Source: an optimization exercise on an open RTL-to-GDS flow (aim: small area, a short achievable clock period and few clock cycles per item). Production flows keep margins and buffers that such runs may drop. Only simulation tests tie the RTL to the original design; equivalence was not proved.

run E:
Design real_mul_arbiter, start of the top module:
module real_mul_arbiter #(
  parameter  int N_REQ = 4,
  localparam int ID_W  = $clog2(N_REQ)
) (
  input  logic                  clk,
  input  logic                  rst,
  input  logic [N_REQ-1:0]      req_valid,
  output logic [N_REQ-1:0]      req_ready,
  input  logic [real_mul_arbiter_pkg::OP_W*N_REQ-1:0] req_op1,
  input  logic [real_mul_arbiter_pkg::OP_W*N_REQ-1:0] req_op2,
  output logic                  rsp_valid,
  input  logic                  rsp_ready,
  output logic [ID_W-1:0]       rsp_id,
  output logic [real_mul_arbiter_pkg::OP_W-1:0] rsp_result,
  output logic                  busy,
  output logic [real_mul_arbiter_pkg::CNT_W-1:0] ops_done
);
  localparam int OP_W = real_mul_arbiter_pkg::OP_W;
  localparam int PW   = real_mul_arbiter_pkg::PRE_W;
  localparam int CW   = real_mul_arbiter_pkg::CS_W;
  localparam int MW   = real_mul_arbiter_pkg::MID_W;
  logic [ID_W-1:0]  rr_ptr, ptr_n, sel_idx;
  logic [N_REQ-1:0] sel, ahead, sel_n, ahead_n;
  ...
Size: about 4,900 cells after synthesis, roughly 480 flip-flops, about 0.050 mm^2 of cells after synthesis.
Settings: LEC_CHECK=0, CAP_MARGIN=20, CORE_MARGIN=2, CORE_UTILIZATION=40, SETUP_SLACK_MARGIN=5.0, SLEW_MARGIN=20; clock period 10.5 ns.
standard.sh (not shown) runs the stock make flow with config.mk's settings and CLKGATE_MAP_FILE= SYNTH_SCRIPT=/design/flow/synth_recipe.tcl, a recipe that flattens the netlist after the stock synthesis.
==> flow/flow/run.sh <==
#!/bin/bash
# The standard layout (the standard.sh, unchanged synthesis and steps), except that the
# port buffers that global placement inserts on every input and output are plain buf_2 cells
# instead of the delay cells buffer_ports picks by default.
set -euo pipefail
export BUFFER_PORTS_ARGS="-buffer_cell sky130_fd_sc_hd__buf_2"
bash standard.sh > standard_flow.log 2>&1
Run E finished every step from synthesis to the final layout, and the layout passed the timing, DRC and antenna checks.
Testbench counts of run E, summed over its fixed seeds: cycles 3,232, items 3,200.
Changes in run C relative to run E:
Settings: CTS_BUF_LIST newly set to sky130_fd_sc_hd__clkbuf_4 sky130_fd_sc_hd__clkbuf_8.
==> flow/flow/run.sh <==
#!/bin/bash
# The standard layout (the standard.sh, unchanged synthesis and steps), except that the
# port buffers that global placement inserts on every input and output are plain buf_1 cells
# instead of the delay cells buffer_ports picks by default.
set -euo pipefail
export BUFFER_PORTS_ARGS="-buffer_cell sky130_fd_sc_hd__buf_1"
bash standard.sh > standard_flow.log 2>&1
On final-layout clock-cell area share, run C and run E are neck and neck.
Run C reports a lower critical path data arrival time than run E does.
Number of filler instances in the final layout delta for run C relative to run E: 103 higher
Run C ended with less layout overhead on the synthesized area than run E.

---

v34:
real_mul_arbiter, a different RTL version from the one above (not shown whole).
Size in the first run: roughly 400 flip-flops.
export LEC_CHECK = 0
export CAP_MARGIN = 20
export CORE_MARGIN = 2
export CORE_UTILIZATION = 40
export SETUP_SLACK_MARGIN = 5.0
export SLEW_MARGIN = 20
create_clock -name core_clock -period 10.5 [get_ports {clk}]
==> flow/flow/run.sh <==
#!/bin/bash
# The standard layout (the standard.sh, unchanged synthesis and steps), except that the
# port buffers that global placement inserts on every input and output are plain buf_2 cells
# instead of the delay cells buffer_ports picks by default.
set -euo pipefail
export BUFFER_PORTS_ARGS="-buffer_cell sky130_fd_sc_hd__buf_2"
bash standard.sh > standard_flow.log 2>&1
v34 reached the end of the flow, and the finished layout is clean on the timing, DRC and antenna checks.
Testbench counts of v34, summed over its fixed seeds: cycles 3,224, items 3,200.
Here is what was changed in the inputs of v51 compared with v34.
- SETUP_SLACK_MARGIN: 5.0 -> unset
- CTS_BUF_LIST: unset -> sky130_fd_sc_hd__clkbuf_4 sky130_fd_sc_hd__clkbuf_8
- CORE_UTILIZATION: 40 -> 55
==> flow/flow/run.sh <==
#!/bin/bash
# The standard layout (the standard.sh, unchanged synthesis and steps), except that:
# - the port buffers that global placement inserts on every input and output are plain
#   buf_1 cells instead of the delay cells buffer_ports picks by default;
set -euo pipefail
export BUFFER_PORTS_ARGS="-buffer_cell sky130_fd_sc_hd__buf_1"
export SETUP_SLACK_MARGIN=5.6
bash standard.sh > standard_flow.log 2>&1
Results
Compared v34 against v51; required time at the worst-slack endpoint within noise. v51 against v34: number of antenna cells inserted went up 3; design area went down about 1.5%; global-route usage went up 9.9 points; wire length went down about 0.5%. Final-report max-slew violation count: v51 vs v34 identical. v51 vs. v34: share of the final layout cell area in sequential cells went up by 0.34 points. Detailed-router iteration count before antenna repair was lower in the run labelled v34. v51 vs v34: placed cell count down.
Inputs modified between v51 and v20:
- putting SETUP_SLACK_MARGIN at 5.0 where nothing was set
- swapping 55 for 40 in CORE_UTILIZATION
==> flow/flow/run.sh <==
#!/bin/bash
# The standard layout (the standard.sh, unchanged synthesis and steps), except that the
# port buffers that global placement inserts on every input and output are plain buf_1 cells
# instead of the delay cells buffer_ports picks by default.
set -euo pipefail
export BUFFER_PORTS_ARGS="-buffer_cell sky130_fd_sc_hd__buf_1"
bash standard.sh > standard_flow.log 2>&1
Results
Design area essentially unchanged between v51 and v20. The clock period minus final worst setup slack of v20 is higher than that of v51. Number of optimization iterations in the first detailed-route pass was lower in the run labelled v20.
### v20 -> v57
- removing SETUP_SLACK_MARGIN (formerly 5.0)
==> flow/flow/run.sh <==
#!/bin/bash
# The standard layout (the standard.sh, unchanged synthesis and steps), except that:
# - the port buffers that global placement inserts on every input and output are plain
#   buf_1 cells instead of the delay cells buffer_ports picks by default;
set -euo pipefail
export BUFFER_PORTS_ARGS="-buffer_cell sky130_fd_sc_hd__buf_1"
export SETUP_SLACK_MARGIN=5.6
bash standard.sh > standard_flow.log 2>&1
--- outcome ---
- Number of cells on the critical path | v57 below v20
- Diff v20 -> v57: final critical-path setup slack increased 390 ps; global-route usage increased 0.23 points.
- On area of the multi-input gates, the lower figure sits with v20, not v57.
- v20 -> v57: filler-free cell count of the finished design flat
- Comparing v57 and v20, the higher maximum net fanout on the critical path is on v20.

---

## lane 1
real_mul_arbiter again, from the RTL that the note above started with.
clock: 10.5 ns
lec_check: 0
cap_margin: 20
core_margin: 2
core_utilization: 40
cts_buf_list: sky130_fd_sc_hd__clkbuf_4 sky130_fd_sc_hd__clkbuf_8
slew_margin: 20
==> flow/flow/run.sh <==
#!/bin/bash
# The standard layout (the standard.sh, unchanged synthesis and steps), except that:
# - the port buffers that global placement inserts on every input and output are plain
#   buf_1 cells instead of the delay cells buffer_ports picks by default;
set -euo pipefail
export BUFFER_PORTS_ARGS="-buffer_cell sky130_fd_sc_hd__buf_1"
export SETUP_SLACK_MARGIN=6.2
bash standard.sh > standard_flow.log 2>&1
Testbench counts of lane 1, summed over its fixed seeds: cycles 3,224, items 3,200.
Inputs modified between lane 1 and lane 2:
diff --git a/flow/flow/run.sh b/flow/flow/run.sh
--- a/flow/flow/run.sh
+++ b/flow/flow/run.sh
@@ -6,3 +6,3 @@
 export BUFFER_PORTS_ARGS="-buffer_cell sky130_fd_sc_hd__buf_1"
-export SETUP_SLACK_MARGIN=6.2
+export SETUP_SLACK_MARGIN=5.8
 bash standard.sh > standard_flow.log 2>&1
Results
- Lane 2: done, clean on timing, DRC and antenna
- Compared with lane 1, lane 2 shows post-synthesis to final-layout area growth lower by 2.8 points.
- Between lane 2 and lane 1, it is lane 2 whose share of the clock period used by the worst path is lower, by 0.80 points.
- Taking lane 1 as the reference, in lane 2 post-route core utilization decreased 1.1 points, post-CTS setup buffer count decreased 71%.
- Across both runs, routed wire length was lower for lane 2 than for lane 1.
- Via count: lane 2 < lane 1
- The run showing the smaller final area is lane 2.

---

== the reference run ==
real_mul_arbiter, a different RTL version from the one above (not shown whole).
Size in the first run: about 4700 cells after synthesis, roughly 270 flip-flops, ~610 I/O pins, ~44000 um^2 of cells after synthesis.
export LEC_CHECK = 0
export CAP_MARGIN = 20
export CORE_MARGIN = 2
export CORE_UTILIZATION = 40
export SLEW_MARGIN = 20
create_clock -name core_clock -period 10.5 [get_ports {clk}]
==> flow/flow/run.sh <==
#!/bin/bash
# The standard layout (the standard.sh, unchanged synthesis and steps), except that the
# port buffers that global placement inserts on every input and output are plain buf_2 cells
# instead of the delay cells buffer_ports picks by default.
set -euo pipefail
export BUFFER_PORTS_ARGS="-buffer_cell sky130_fd_sc_hd__buf_2"
bash standard.sh > standard_flow.log 2>&1
Testbench counts of the reference run, summed over its fixed seeds: cycles 3,216, items 3,200.
Here is what was changed in the inputs of the trial run compared with the reference run.
- an added SETUP_SLACK_MARGIN of 4.0
==> flow/run.sh (new file) <==
#!/bin/bash
# synth_recipe.tcl (not shown) runs the flow's synth.tcl, then flattens the netlist and writes it again
# the make line also repeats each setting of config.mk as NAME=value (left out here)
make -C /OpenROAD-flow-scripts/flow DESIGN_CONFIG=/design/flow/config.mk WORK_HOME=/design/flow/orfs CLKGATE_MAP_FILE= SYNTH_SCRIPT=/design/flow/synth_recipe.tcl finish
removed: flow/flow/run.sh
removed: flow/standard.sh
Findings:
- From the reference run to the trial run the numbers moved as follows: clock insertion delay at the later pin of the skew report rose 20 ps, iteration-0 DRC count of the detailed router went down by about 1%.
- The trial run — growth of design area from synthesis to finish 10 points higher, the reference run as reference
- From the reference run to the trial run the numbers moved as follows: wire length of the first global-routing pass up 0.72%, largest net degree at the start of global routing up 31%, area of placed instances up about 6%.
- Comparing the reference run and the trial run, the higher area taken by multi-input logic gates is on the trial run.

---

run 3:
real_mul_arbiter again, from the RTL that the note above started with.
export LEC_CHECK = 0
export CAP_MARGIN = 20
export CORE_MARGIN = 2
export CORE_UTILIZATION = 40
export SLEW_MARGIN = 20
create_clock -name core_clock -period 10.5 [get_ports {clk}]
run.sh (not shown) runs the stock make flow with config.mk's settings and CLKGATE_MAP_FILE= SYNTH_SCRIPT=/design/flow/synth_recipe.tcl, a recipe that flattens the netlist after the stock synthesis.
Stock flow here: none of the scripts above is used.
Testbench counts of run 3, summed over its fixed seeds: cycles 3,216, items 3,200.
Modified inputs, run 4 compared to run 3
# run 3
export LEC_CHECK = 0
export CAP_MARGIN = 20
export CORE_MARGIN = 2
export CORE_UTILIZATION = 40
export SLEW_MARGIN = 20
create_clock -name core_clock -period 10.5 [get_ports {clk}]
# run 4
export LEC_CHECK = 0
export CAP_MARGIN = 20
export CORE_MARGIN = 2
export CORE_UTILIZATION = 40
export SETUP_SLACK_MARGIN = 5.0
export SLEW_MARGIN = 20
create_clock -name core_clock -period 10.5 [get_ports {clk}]
==> flow/flow/run.sh (new file) <==
#!/bin/bash
# The standard layout (the standard.sh, unchanged synthesis and steps), except that the
# port buffers that global placement inserts on every input and output are plain buf_2 cells
# instead of the delay cells buffer_ports picks by default.
set -euo pipefail
export BUFFER_PORTS_ARGS="-buffer_cell sky130_fd_sc_hd__buf_2"
bash standard.sh > standard_flow.log 2>&1
==> flow/standard.sh (new file) <==
#!/bin/bash
# synth_recipe.tcl (not shown) runs the flow's synth.tcl, then flattens the netlist and writes it again
# the make line also repeats each setting of config.mk as NAME=value (left out here)
make -C /OpenROAD-flow-scripts/flow DESIGN_CONFIG=/design/flow/config.mk WORK_HOME=/design/flow/orfs CLKGATE_MAP_FILE= SYNTH_SCRIPT=/design/flow/synth_recipe.tcl "${@:-finish}"
removed: flow/run.sh
Of run 4 and run 3, the run reporting the higher average vias per placed instance was run 4.
Amount of wire on met3 after detailed routing ended up 35% higher on run 4 than on run 3.
Run 4 ends up with lower global-route usage than run 3 does.
Run 4 vs. run 3: final critical-path setup slack saw an increase, number of antenna violations at the first check in global routing saw a decrease, wire length on met1 saw an increase, count of clock buffers in the final design saw a decrease.
Run 4: pin count of the biggest net entering global routing 68 below run 3

separate check: timing with driven ports:
The results above use ideal ports. As a check the final layouts listed here were re-extracted and re-timed, cells and wires unchanged.
Step 1: set_driving_cell puts a clkbuf_16 on clk and a buf_2 on each other input, an assumption about the parent block.
Step 2 also shifts input and output timing later by t, the mid clock arrival at the registers, as if the neighbouring blocks saw the same clock.
Slacks: ideal / step 1 / step 2; pairs: ideal / step 1.
run | t, ns | setup slack, ns | hold WS [ns] | clock arrival spread, ns
run E | 0.739 | 5.113 / 5.087 / 4.837 | 0.410 / 0.410 / 0.410 | 0.056 / 0.056
run C | 0.845 | 5.137 / 5.105 / 5.002 | 0.412 / 0.412 / 0.412 | 0.049 / 0.049
v34 | 0.722 | 5.118 / 5.100 / 4.809 | 0.417 / 0.417 / 0.417 | 0.053 / 0.053
v51 | 0.762 | 5.512 / 5.472 / 5.151 | 0.410 / 0.410 / 0.410 | 0.047 / 0.048
v20 | 0.813 | 5.149 / 5.123 / 5.123 | 0.395 / 0.395 / 0.395 | 0.075 / 0.076
v57 | 0.807 | 5.538 / 5.493 / 5.149 | 0.391 / 0.391 / 0.391 | 0.067 / 0.068
lane 1 | 0.766 | 5.447 / 5.374 / 5.374 | 0.415 / 0.415 / 0.415 | 0.061 / 0.061
lane 2 | 0.786 | 5.531 / 5.487 / 5.334 | 0.405 / 0.405 / 0.405 | 0.086 / 0.086
the reference run | 0.655 | 3.125 / 3.115 / 3.125 | 0.416 / 0.416 / 0.416 | 0.036 / 0.035
the trial run | 0.699 | 4.114 / 4.032 / 4.040 | 0.416 / 0.416 / 0.416 | 0.017 / 0.016
run 3 | 0.655 | 2.816 / 2.741 / 3.204 | 0.418 / 0.418 / 0.418 | 0.031 / 0.031
run 4 | 0.684 | 4.405 / 4.379 / 4.405 | 0.420 / 0.420 / 0.420 | 0.019 / 0.019
After both steps setup and hold are still met in every run listed. The setup slack of v57, which loses most, moves by -0.045 ns with the drivers and by -0.389 ns with both steps.
